This is an optimization exercise on Yosys and OpenROAD, whose aim is small area, not a production implementation. The RTL was checked by simulation tests, not by an equivalence proof against the original design.

## run 1
==> flow/design.v <==
package intra16_pkg;
	typedef enum logic [1:0] {
		mode_vertical,
		mode_horizontal,
		mode_dc,
		mode_plane
	} pred_mode_e;
	typedef enum logic [2:0] {
		op_none,
		op_top,       
		op_left0,
		op_left1,
		op_left2,
		op_left3,
		op_corner
	} edge_op_e;
	typedef struct packed {
		logic [16-1:0][8-1:0] top;
		logic [16-1:0][8-1:0] left;
		logic [8-1:0] corner;    
	} edge_set_t;
	typedef struct packed {
		logic [16-1:0] a;
		logic [16-1:0] b;
		logic [16-1:0] c;
	} plane_param_t;
	typedef struct packed {
		logic [16-1:0][8-1:0] px;    
	} pred_block_t;
endpackage
`timescale 1ns/100ps
module intra16_pred (
	input  logic                     clk,
	input  logic                     reset_n,
	input  logic [2:0]               edge_op,
	input  logic [32-1:0]       edge_word,
	input  logic                     top_avail,
	input  logic                     left_avail,
	input  logic                     param_strobe,
	input  logic                     plane_strobe,
	input  logic                     out_strobe,
	input  logic [3:0]               block_idx,
	input  logic [1:0]               mode,
	output logic [127:0]             pred
);
	typedef logic [16:0] w17_t;
	function automatic w17_t rca(input w17_t a, input w17_t b, input logic ci);
		logic c;
		w17_t s;
		c = ci;
		for (int i = 0; i < 17; i++) begin
			s[i] = a[i] ^ b[i] ^ c;
			c = (a[i] & b[i]) | (a[i] & c) | (b[i] & c);
		end
		rca = s;
	endfunction
	function automatic w17_t csa_s(input w17_t a, input w17_t b, input w17_t c);
		csa_s = a ^ b ^ c;
	endfunction
	function automatic w17_t csa_c(input w17_t a, input w17_t b, input w17_t c);
		csa_c = ((a & b) | (a & c) | (b & c)) << 1;
	endfunction
	logic [31:0] top_w [4];     
	logic [31:0] left_w [4];
	logic [7:0]  corner;
	logic [3:0]  top_v;
	logic [3:0]  left_v;
	logic        corner_v;
	logic [1:0]  tw;
	logic        op_top;
	logic        op_left;
	logic        op_corner;
	logic [3:0]  wr_top;
	logic [3:0]  wr_left;
	assign op_top = (edge_op == 3'd1);
	assign op_corner = (edge_op == 3'd6);
	assign op_left = |wr_left;
	always_comb begin
		for (int w = 0; w < 4; w++) begin
			wr_top[w] = op_top && (tw == 2'(w));
			wr_left[w] = (edge_op == 3'(w + 2));
		end
	end
	always_ff @(posedge clk) begin
		for (int w = 0; w < 4; w++) begin
			if (wr_top[w]) top_w[w] <= edge_word;
			if (wr_left[w]) left_w[w] <= edge_word;
		end
		if (op_corner) corner <= edge_word[7:0];
	end
	always_ff @(posedge clk or negedge reset_n) begin
		if (!reset_n) begin
			top_v <= '0;
			left_v <= '0;
			corner_v <= 1'b0;
			tw <= '0;
		end else begin
			top_v <= top_v | wr_top;
			left_v <= left_v | wr_left;
			corner_v <= corner_v | op_corner;
			tw <= op_top ? tw + 2'd1 : 2'd0;
		end
	end
	logic [11:0] sum_t;
	logic [11:0] sum_l;
	logic [16:0] grad_h;
	logic [16:0] grad_v;
	logic [31:0] old_w;
	logic [31:0] new_w;
	logic [1:0]  idx;
	w17_t        d [4];       
	w17_t        u;           
	w17_t        d_sum;       
	w17_t        e_sum;       
	logic [10:0] pend_d;
	logic [11:0] pend_e;
	logic [1:0]  pend_idx;
	logic        pend_top;
	logic        pend_left;
	logic        pend_corner;
	always_comb begin
		old_w = '0;
		for (int w = 0; w < 4; w++) begin
			if (wr_top[w] && top_v[w]) old_w = old_w | top_w[w];
			if (wr_left[w] && left_v[w]) old_w = old_w | left_w[w];
		end
		if (op_corner && corner_v) old_w[7:0] = old_w[7:0] | corner;
		new_w = op_corner ? {24'd0, edge_word[7:0]} : edge_word;
		idx = op_top ? tw : (op_left ? 2'(edge_op - 3'd2) : 2'd0);
		for (int k = 0; k < 4; k++) begin
			w17_t diff;
			diff = rca({9'd0, new_w[8*k +: 8]}, ~{9'd0, old_w[8*k +: 8]}, 1'b1);
			d[k] = {{8{diff[8]}}, diff[8:0]};
		end
		u = rca(d[2], d[3], 1'b0);
		u = {{7{u[9]}}, u[9:0]};
		d_sum = rca(csa_s(d[0], d[1], u), csa_c(d[0], d[1], u), 1'b0);
		e_sum = rca(csa_s(d[1], u << 1, d[3]), csa_c(d[1], u << 1, d[3]), 1'b0);
	end
	always_ff @(posedge clk) begin
		pend_d <= d_sum[10:0];
		pend_e <= e_sum[11:0];
		pend_idx <= idx;
	end
	always_ff @(posedge clk or negedge reset_n) begin
		if (!reset_n) begin
			pend_top <= 1'b0;
			pend_left <= 1'b0;
			pend_corner <= 1'b0;
		end else begin
			pend_top <= op_top;
			pend_left <= op_left;
			pend_corner <= op_corner;
		end
	end
	w17_t        g;           
	w17_t        g5;          
	w17_t        sum_t_eff;
	w17_t        sum_l_eff;
	w17_t        gh_eff;
	w17_t        gv_eff;
	always_comb begin
		w17_t pd, pe, p0, p1, q0, q1, dt, dl, gh, gv;
		pd = {{6{pend_d[10]}}, pend_d};
		pe = {{5{pend_e[11]}}, pend_e};
		case (pend_idx)
			2'd0: p0 = ~(pd << 3);    
			2'd1: p0 = ~(pd << 2);    
			2'd2: p0 = '0;
			default: p0 = pd << 2;
		endcase
		p1 = pend_corner ? '0 : pd;
		q0 = csa_s(p0, p1, pe);
		q1 = csa_c(p0, p1, pe);
		g = rca(q0, q1, ~pend_idx[1]);
		g5 = rca(g, g << 2, 1'b0);
		dt = pend_top ? pd : '0;
		dl = pend_left ? pd : '0;
		gh = (pend_top || pend_corner) ? g5 : '0;
		gv = (pend_left || pend_corner) ? g5 : '0;
		sum_t_eff = rca({5'd0, sum_t}, dt, 1'b0);
		sum_l_eff = rca({5'd0, sum_l}, dl, 1'b0);
		gh_eff = rca(grad_h, gh, 1'b0);
		gv_eff = rca(grad_v, gv, 1'b0);
	end
	always_ff @(posedge clk or negedge reset_n) begin
		if (!reset_n) begin
			sum_t <= 12'd8;
			sum_l <= 12'd8;
			grad_h <= 17'd32;
			grad_v <= 17'd32;
		end else begin
			sum_t <= sum_t_eff[11:0];
			sum_l <= sum_l_eff[11:0];
			grad_h <= gh_eff;
			grad_v <= gv_eff;
		end
	end
	logic [8:0]  pa;
	logic [10:0] pb;
	logic [10:0] pc;
	w17_t        pa_next;
	assign pa_next = rca({9'd0, top_v[3] ? top_w[3][31:24] : 8'd0},
		{9'd0, left_v[3] ? left_w[3][31:24] : 8'd0}, 1'b1);
	always_ff @(posedge clk or negedge reset_n) begin
		if (!reset_n) begin
			pa <= 9'd1;
			pb <= '0;
			pc <= '0;
		end else if (param_strobe) begin
			pa <= pa_next[8:0];
			pb <= gh_eff[16:6];
			pc <= gv_eff[16:6];
		end
	end
	localparam int PL_OFF = 12288;    
	logic [14:0] pl_base;
	logic [10:0] pl_b;
	logic [10:0] pl_c;
	logic        pl_v;
	w17_t        base_next;
	function automatic w17_t off_mul(input w17_t e, input logic [1:0] i);
		case (i)
			2'd0: off_mul = ~(e << 3);    
			2'd1: off_mul = ~(e << 2);    
			2'd2: off_mul = '0;
			default: off_mul = e << 2;
		endcase
	endfunction
	always_comb begin
		w17_t eb, ec, o0, o1, o2, o3, o4, s0, s1, s2, s3, s4, s5;
		eb = {{6{pb[10]}}, pb};
		ec = {{6{pc[10]}}, pc};
		o0 = {2'd0, pa[8], ~pa[8], ~pa[8], pa[7:0], 3'd0, ~block_idx[3]};
		o1 = eb;
		o2 = off_mul(eb, block_idx[1:0]);
		o3 = ec;
		o4 = off_mul(ec, block_idx[3:2]);
		s0 = csa_s(o0, o1, o2);
		s1 = csa_c(o0, o1, o2);
		s2 = csa_s(s0, s1, o3);
		s3 = csa_c(s0, s1, o3);
		s4 = csa_s(s2, s3, o4);
		s5 = csa_c(s2, s3, o4);
		base_next = rca(s4, s5, ~block_idx[1]);
	end
	always_ff @(posedge clk) begin
		if (plane_strobe) begin
			pl_base <= base_next[14:0];
			pl_b <= pb;
			pl_c <= pc;
		end
	end
	always_ff @(posedge clk or negedge reset_n) begin
		if (!reset_n) begin
			pl_v <= 1'b0;
		end else if (plane_strobe) begin
			pl_v <= 1'b1;
		end
	end
	logic [36:0] od;
	logic        k_v;         
	logic        k_h;         
	logic        k_p;         
	w17_t        sum_all;
	logic [7:0]  dc_val;
	logic [36:0] od_next;
	assign sum_all = rca({5'd0, sum_t_eff[11:0]}, {5'd0, sum_l_eff[11:0]}, 1'b0);
	always_comb begin
		case ({top_avail, left_avail})
			2'b11: dc_val = sum_all[12:5];
			2'b10: dc_val = sum_t_eff[11:4];
			2'b01: dc_val = sum_l_eff[11:4];
			default: dc_val = 8'd128;
		endcase
		od_next = out_strobe ? '0 : od;
		for (int w = 0; w < 4; w++) begin
			if (out_strobe && mode == 2'd0 && block_idx[1:0] == 2'(w) && top_v[w]) od_next[31:0] = od_next[31:0] | top_w[w];
			if (out_strobe && mode == 2'd1 && block_idx[3:2] == 2'(w) && left_v[w]) od_next[31:0] = od_next[31:0] | left_w[w];
		end
		if (out_strobe && mode == 2'd2) od_next[36:27] = od_next[36:27] | {dc_val[7], ~dc_val[7], ~dc_val[7], dc_val[6:0]};
		if (out_strobe && mode == 2'd3 && pl_v) od_next = od_next | {pl_base, pl_b, pl_c};
	end
	always_ff @(posedge clk) begin
		od <= od_next;
	end
	always_ff @(posedge clk or negedge reset_n) begin
		if (!reset_n) begin
			k_v <= 1'b0;
			k_h <= 1'b0;
			k_p <= 1'b0;
		end else if (out_strobe) begin
			k_v <= (mode == 2'd0);
			k_h <= (mode == 2'd1);
			k_p <= (mode == 2'd3) || (mode == 2'd2);
		end
	end
	w17_t o_base;
	w17_t o_b;
	w17_t o_c;
	w17_t row [4];
	w17_t colv [4];
	assign o_base = {2'b0, od[36:22]};
	assign o_b = {{6{od[21]}}, od[21:11]};
	assign o_c = {{6{od[10]}}, od[10:0]};
	always_comb begin
		w17_t v;
		logic pz, po;
		row[0] = o_base;
		row[1] = rca(o_base, o_c, 1'b0);
		row[2] = rca(o_base, o_c << 1, 1'b0);
		row[3] = rca(row[1], o_c << 1, 1'b0);
		colv[0] = '0;
		colv[1] = o_b;
		colv[2] = o_b << 1;
		colv[3] = rca(o_b, o_b << 1, 1'b0);
		for (int y = 0; y < 4; y++) begin
			for (int x = 0; x < 4; x++) begin
				v = (x == 0) ? row[y] : rca(row[y], colv[x], 1'b0);
				pz = k_p & (v[14] | (v[13] & v[12]));
				po = pz & v[14] & (v[13] | v[12]);
				pred[8*(4*y + x) +: 8] = ({8{pz}} & {~v[12], v[11:5]}) | {8{po}}
					| ({8{k_v}} & od[8*x +: 8]) | ({8{k_h}} & od[8*y +: 8]);
			end
		end
	end
endmodule
==> flow/config.mk <==
export PLATFORM = sky130hd
export DESIGN_NAME = intra16_pred
export DESIGN_NICKNAME = intra16_pred
export VERILOG_FILES = /design/flow/design.v
export SDC_FILE = /design/flow/constraint.sdc
export NUM_CORES = 4
export LEC_CHECK = 0
export CAP_MARGIN = 0
export CORE_MARGIN = 2
export CORE_UTILIZATION = 50
export CTS_BUF_LIST = sky130_fd_sc_hd__clkbuf_16
export CTS_CLUSTER_DIAMETER = 100
export CTS_CLUSTER_SIZE = 24
export PLACE_DENSITY = 0.65
export SLEW_MARGIN = 0
==> flow/constraint.sdc <==
create_clock -name core_clock -period 12.0 [get_ports {clk}]
set_input_delay 2.4000 -clock core_clock [delete_from_list [all_inputs] [get_ports {clk}]]
set_output_delay 2.4000 -clock core_clock [all_outputs]
set_load 0.01 [all_outputs]
standard.sh (not shown) runs the stock make flow with config.mk's settings and CLKGATE_MAP_FILE= SYNTH_SCRIPT=/design/flow/synth_recipe.tcl, a recipe that flattens the netlist after the stock synthesis.
==> flow/flow/run.sh <==
#!/bin/bash
# Standard layout, except that the port buffers are the smallest buffer cell.
set -euo pipefail
export BUFFER_PORTS_ARGS="-buffer_cell sky130_fd_sc_hd__buf_1"
bash standard.sh finish > make_finish.log 2>&1
What run 2 does differently from run 1 at the input level:
diff --git a/flow/design.v b/flow/design.v
--- a/flow/design.v
+++ b/flow/design.v
@@ -213,8 +213,7 @@
 			pc <= gv_eff[16:6];
 		end
 	end
-	localparam int PL_OFF = 12288;    
-	logic [14:0] pl_base;
+	logic [15:0] pl_base;
 	logic [10:0] pl_b;
 	logic [10:0] pl_c;
 	logic        pl_v;
@@ -231,7 +230,7 @@
 		w17_t eb, ec, o0, o1, o2, o3, o4, s0, s1, s2, s3, s4, s5;
 		eb = {{6{pb[10]}}, pb};
 		ec = {{6{pc[10]}}, pc};
-		o0 = {2'd0, pa[8], ~pa[8], ~pa[8], pa[7:0], 3'd0, ~block_idx[3]};
+		o0 = {4'd0, pa, 3'd0, ~block_idx[3]};    
 		o1 = eb;
 		o2 = off_mul(eb, block_idx[1:0]);
 		o3 = ec;
@@ -246,7 +245,7 @@
 	end
 	always_ff @(posedge clk) begin
 		if (plane_strobe) begin
-			pl_base <= base_next[14:0];
+			pl_base <= base_next[15:0];
 			pl_b <= pb;
 			pl_c <= pc;
 		end
@@ -258,13 +257,11 @@
 			pl_v <= 1'b1;
 		end
 	end
-	logic [36:0] od;
-	logic        k_v;         
-	logic        k_h;         
-	logic        k_p;         
+	logic [1:0]  kind;
+	logic [37:0] od;
 	w17_t        sum_all;
 	logic [7:0]  dc_val;
-	logic [36:0] od_next;
+	logic [37:0] od_next;
 	assign sum_all = rca({5'd0, sum_t_eff[11:0]}, {5'd0, sum_l_eff[11:0]}, 1'b0);
 	always_comb begin
 		case ({top_avail, left_avail})
@@ -278,7 +275,7 @@
 			if (out_strobe && mode == 2'd0 && block_idx[1:0] == 2'(w) && top_v[w]) od_next[31:0] = od_next[31:0] | top_w[w];
 			if (out_strobe && mode == 2'd1 && block_idx[3:2] == 2'(w) && left_v[w]) od_next[31:0] = od_next[31:0] | left_w[w];
 		end
-		if (out_strobe && mode == 2'd2) od_next[36:27] = od_next[36:27] | {dc_val[7], ~dc_val[7], ~dc_val[7], dc_val[6:0]};
+		if (out_strobe && mode == 2'd2) od_next[31:0] = od_next[31:0] | {4{dc_val}};
 		if (out_strobe && mode == 2'd3 && pl_v) od_next = od_next | {pl_base, pl_b, pl_c};
 	end
 	always_ff @(posedge clk) begin
@@ -286,13 +283,13 @@
 	end
 	always_ff @(posedge clk or negedge reset_n) begin
 		if (!reset_n) begin
-			k_v <= 1'b0;
-			k_h <= 1'b0;
-			k_p <= 1'b0;
+			kind <= 2'd0;
 		end else if (out_strobe) begin
-			k_v <= (mode == 2'd0);
-			k_h <= (mode == 2'd1);
-			k_p <= (mode == 2'd3) || (mode == 2'd2);
+			case (mode)
+				2'd1: kind <= 2'd2;
+				2'd3: kind <= 2'd3;
+				default: kind <= 2'd1;
+			endcase
 		end
 	end
 	w17_t o_base;
@@ -300,9 +297,13 @@
 	w17_t o_c;
 	w17_t row [4];
 	w17_t colv [4];
-	assign o_base = {2'b0, od[36:22]};
+	assign o_base = {1'b0, od[37:22]};
 	assign o_b = {{6{od[21]}}, od[21:11]};
 	assign o_c = {{6{od[10]}}, od[10:0]};
+	logic k_v, k_h, k_p;
+	assign k_v = (kind == 2'd1);
+	assign k_h = (kind == 2'd2);
+	assign k_p = (kind == 2'd3);
 	always_comb begin
 		w17_t v;
 		logic pz, po;
@@ -317,9 +318,9 @@
 		for (int y = 0; y < 4; y++) begin
 			for (int x = 0; x < 4; x++) begin
 				v = (x == 0) ? row[y] : rca(row[y], colv[x], 1'b0);
-				pz = k_p & (v[14] | (v[13] & v[12]));
-				po = pz & v[14] & (v[13] | v[12]);
-				pred[8*(4*y + x) +: 8] = ({8{pz}} & {~v[12], v[11:5]}) | {8{po}}
+				pz = k_p & ~v[15];
+				po = pz & (v[14] | v[13]);
+				pred[8*(4*y + x) +: 8] = ({8{pz}} & v[12:5]) | {8{po}}
 					| ({8{k_v}} & od[8*x +: 8]) | ({8{k_h}} & od[8*y +: 8]);
 			end
 		end
Notes after the runs:
Lower total length of routed met3 wires among run 2 and run 1: run 1
Compared to run 1, run 2 shows a wider setup margin.
Summary of run 2 over run 1: maximum number of pins on one net before global-route repair down about 10%, data arrival at the endpoint of the critical path lost 0.03 ns.
From run 1 to run 2 the numbers moved as follows: full die area shows an increase of about 0.9%; fraction of the mapped netlist area in simple logic gates shows an increase of 2.4 points; layout filler cell count shows an increase of 252; fmax shows no meaningful change; clock-buffer cell count shows a reduction of about 15%.
Flip-flop and latch count across run 2 and run 1: no real change.
Timing, DRC, antenna: 0 failures across run 2 and run 1
Comparing run 2 with run 1, the sequential fraction of total cell area came out essentially unchanged.
Area: run 2 vs run 1 -> run 2 larger

==> re-timing with driven ports <==
How much do the figures lean on ideal ports? The routed layouts below were timed once more, with nothing changed but the port constraints.
Step 1 sets driving cells, clkbuf_16 on the clock port and buf_2 on the other inputs (assumed; they add their load-dependent delay and slew).
Step 2 moves the port delays by t, midway between the first and last clock arrival at a register: inputs arrive t later, outputs are due t later. That takes back most of the time a late clock gives input paths.
Slacks: ideal ports / drivers / drivers and shift; pairs: ideal ports / drivers.
run | t, ns | setup slack, ns | worst setup path at the end | latest minus earliest clock arrival (ns) | worst slew at a driven data input, ns
run 1 | 0.651 | 0.260 / 0.196 / 0.846 | register to output | 0.051 / 0.051 | 0.16
run 2 | 0.635 | 0.289 / 0.227 / 0.862 | register to output | 0.025 / 0.024 | 0.16
After both steps setup and hold are still met in every run listed.
